Background: an optimization exercise with open tools, aiming at small area, a short achievable clock period and few clock cycles per item. Do not read the settings as production practice. Where RTL was checked, it was by simulation tests only, not by an equivalence proof against the original. Power and IR drop assume default switching activity.

== before ==
## adsr_envelope_generator
module adsr_envelope_generator #(
  parameter int POSITION_BITS = 24
) (
  input  wire         clk,
  input  wire         rst,
  input  wire         psel,
  input  wire         penable,
  input  wire         pwrite,
  input  wire  [3:0]  paddr,
  input  wire  [31:0] pwdata,
  output logic [31:0] prdata,
  output logic        pready,
  input  wire         s_axis_tvalid,
  output logic        s_axis_tready,
  input  wire  [23:0] s_axis_tdata,   
  input  wire  [1:0]  s_axis_tuser,   
  output logic        m_axis_tvalid,
  input  wire         m_axis_tready,
  output logic [39:0] m_axis_tdata    
);
export LEC_CHECK = 0
export CAP_MARGIN = 20
export CORE_MARGIN = 2
export CORE_UTILIZATION = 60
export CTS_BUF_LIST = sky130_fd_sc_hd__clkbuf_4 sky130_fd_sc_hd__clkbuf_8
export SLEW_MARGIN = 20
create_clock -name core_clock -period 13.0 [get_ports {clk}]
standard.sh (not shown) runs the stock make flow with config.mk's settings and CLKGATE_MAP_FILE= SYNTH_SCRIPT=/design/flow/synth_recipe.tcl, a recipe that flattens the netlist after the stock synthesis.
==> flow/flow/run.sh <==
#!/bin/bash
# standard synthesis, then the standard layout with small port buffers and a
# larger setup margin for repair_timing
set -euo pipefail
bash standard.sh synth > synth.log 2>&1
bash standard.sh "BUFFER_PORTS_ARGS=-buffer_cell sky130_fd_sc_hd__buf_2" SETUP_SLACK_MARGIN=8 finish > layout.log 2>&1
Having completed the whole flow, before delivered a layout that passed the timing, design-rule and antenna checks.
## Diff of input files: after against before
--- a/flow/design.v
+++ b/flow/design.v
@@ -918,20 +918,14 @@
   assign k_wrap = !k_t1[25];
   assign k_qa   = k_q + k_yq;
   assign k_qb   = k_q + k_yq + 16'd1;
   logic [24:0] p_sum;
   logic        p_end;
   logic [2:0]  ph_next;
-  logic [25:0] pe_x, pe_s, pe_c, pe_t;
   assign p_sum = {1'b0, pos} + 25'(bc_a);
-  assign pe_x  = ~{2'b0, len};
-  assign pe_s  = {2'b0, pos} ^ {18'd0, bc_a} ^ pe_x;
-  assign pe_c  = {(({2'b0, pos} & {18'd0, bc_a}) | ({2'b0, pos} & pe_x) |
-                   ({18'd0, bc_a} & pe_x)), 1'b0};
-  assign pe_t  = pe_s + pe_c + 26'd1;
-  assign p_end = !pe_t[25];
+  assign p_end = (p_sum >= {1'b0, len});
   always_comb begin
     ph_next = phase;
     if (p_end) begin
       case (phase)
         adsr_pkg::PH_ATTACK:  ph_next = adsr_pkg::PH_DECAY;
         adsr_pkg::PH_DECAY:   ph_next = adsr_pkg::PH_SUSTAIN;
Notes after the runs:
- after: all stages complete, timing, DRC and antenna checks passed
- Proportion of cell area occupied by multi-input gates delta (before -> after): insignificant
- Summary of the comparison: number of vias after detailed routing is higher in after, relative to before.
- after falls short of before in wire length.
- Looking at area after synthesis across both flows, after is the stronger of the two, with before trailing.
- Fraction of layout cells with a size suffix above 1 ended up 2.3 points higher on after than on before.
- Relative to before, final cell utilization of the core has increased by 0.94 points in after.
- On die width, after and before are neck and neck.
Testbench counts of after, summed over its fixed seeds: cycles 45,584, items 43,471.
For before, only the layout was checked, not whether the RTL still works.

--- another note on this design; it stands on its own ---

Setup of v6:
==> flow/design.v (excerpt) <==
module adsr_envelope_generator #(
  parameter int POSITION_BITS = 24
) (
  input  wire         clk,
  input  wire         rst,
  input  wire         psel,
  input  wire         penable,
  input  wire         pwrite,
  input  wire  [3:0]  paddr,
  input  wire  [31:0] pwdata,
  output logic [31:0] prdata,
  output logic        pready,
  input  wire         s_axis_tvalid,
  output logic        s_axis_tready,
  input  wire  [23:0] s_axis_tdata,   
  input  wire  [1:0]  s_axis_tuser,   
  output logic        m_axis_tvalid,
  input  wire         m_axis_tready,
  output logic [39:0] m_axis_tdata    
);
For scale: roughly 4600 cells after synthesis, ~450 flip-flops, roughly 40000 um2 of cells after synthesis.
clock: 13.0 ns
lec_check: 0
cap_margin: 20
core_margin: 2
core_utilization: 70
cts_buf_list: sky130_fd_sc_hd__clkbuf_4 sky130_fd_sc_hd__clkbuf_8
slew_margin: 20
standard.sh (not shown) runs the stock make flow with config.mk's settings and CLKGATE_MAP_FILE= SYNTH_SCRIPT=/design/flow/synth_recipe.tcl, a recipe that flattens the netlist after the stock synthesis.
==> flow/flow/run.sh <==
#!/bin/bash
# standard synthesis, then the standard layout with small port buffers and a
# larger setup margin for repair_timing
set -euo pipefail
bash standard.sh synth > synth.log 2>&1
bash standard.sh "BUFFER_PORTS_ARGS=-buffer_cell sky130_fd_sc_hd__buf_2" SETUP_SLACK_MARGIN=8 finish > layout.log 2>&1
Testbench counts of v6, summed over its fixed seeds: cycles 45,584, items 43,471.
Setup changes, v6 to v7
- TNS_END_PERCENT newly set to 10
- CORE_UTILIZATION changed from 70 to 60
Findings:
Lower share of final layout cell area taken by non-clock buffers goes to v7 over v6. Total power density per cell area: v7 vs v6 down 2.8%. sky130_fd_sc_hd__or4b_2 as the worst-path cell with the longest stage delay was reported by v7, and sky130_fd_sc_hd__fa_2 by v6. Between v6 and v7, the flow reports well-tap cell count increasing by more than 10%. Final total power | v7 below v6.

re-timing with driven ports:
No port has a modelled driver above. Below, the same layouts with a new extraction and two added sets of constraints. Step 1: set_driving_cell puts a clkbuf_16 on clk and a buf_2 on each other input, an assumption about the parent block. Step 2 also shifts input and output timing later by t, the mid clock arrival at the registers, as if the neighbouring blocks saw the same clock. a / b / c = ideal / step 1 / step 2; a / b = the first two.
| run | shift t [ns] | slack for setup (ns) | hold WS [ns] |
|---|---|---|---|
| before | 0.784 | 8.019 / 8.019 / 7.452 | 0.441 / 0.441 / 0.441 |
| after | 0.776 | 8.082 / 8.082 / 7.366 | 0.419 / 0.419 / 0.419 |
| v6 | 0.766 | 7.951 / 7.951 / 7.239 | 0.409 / 0.409 / 0.409 |
| v7 | 0.776 | 7.986 / 7.986 / 7.362 | 0.420 / 0.420 / 0.420 |
After both steps every run listed still meets setup and hold. The setup slack of after, which loses most, moves by 0.000 ns with the drivers and by -0.716 ns with both steps.
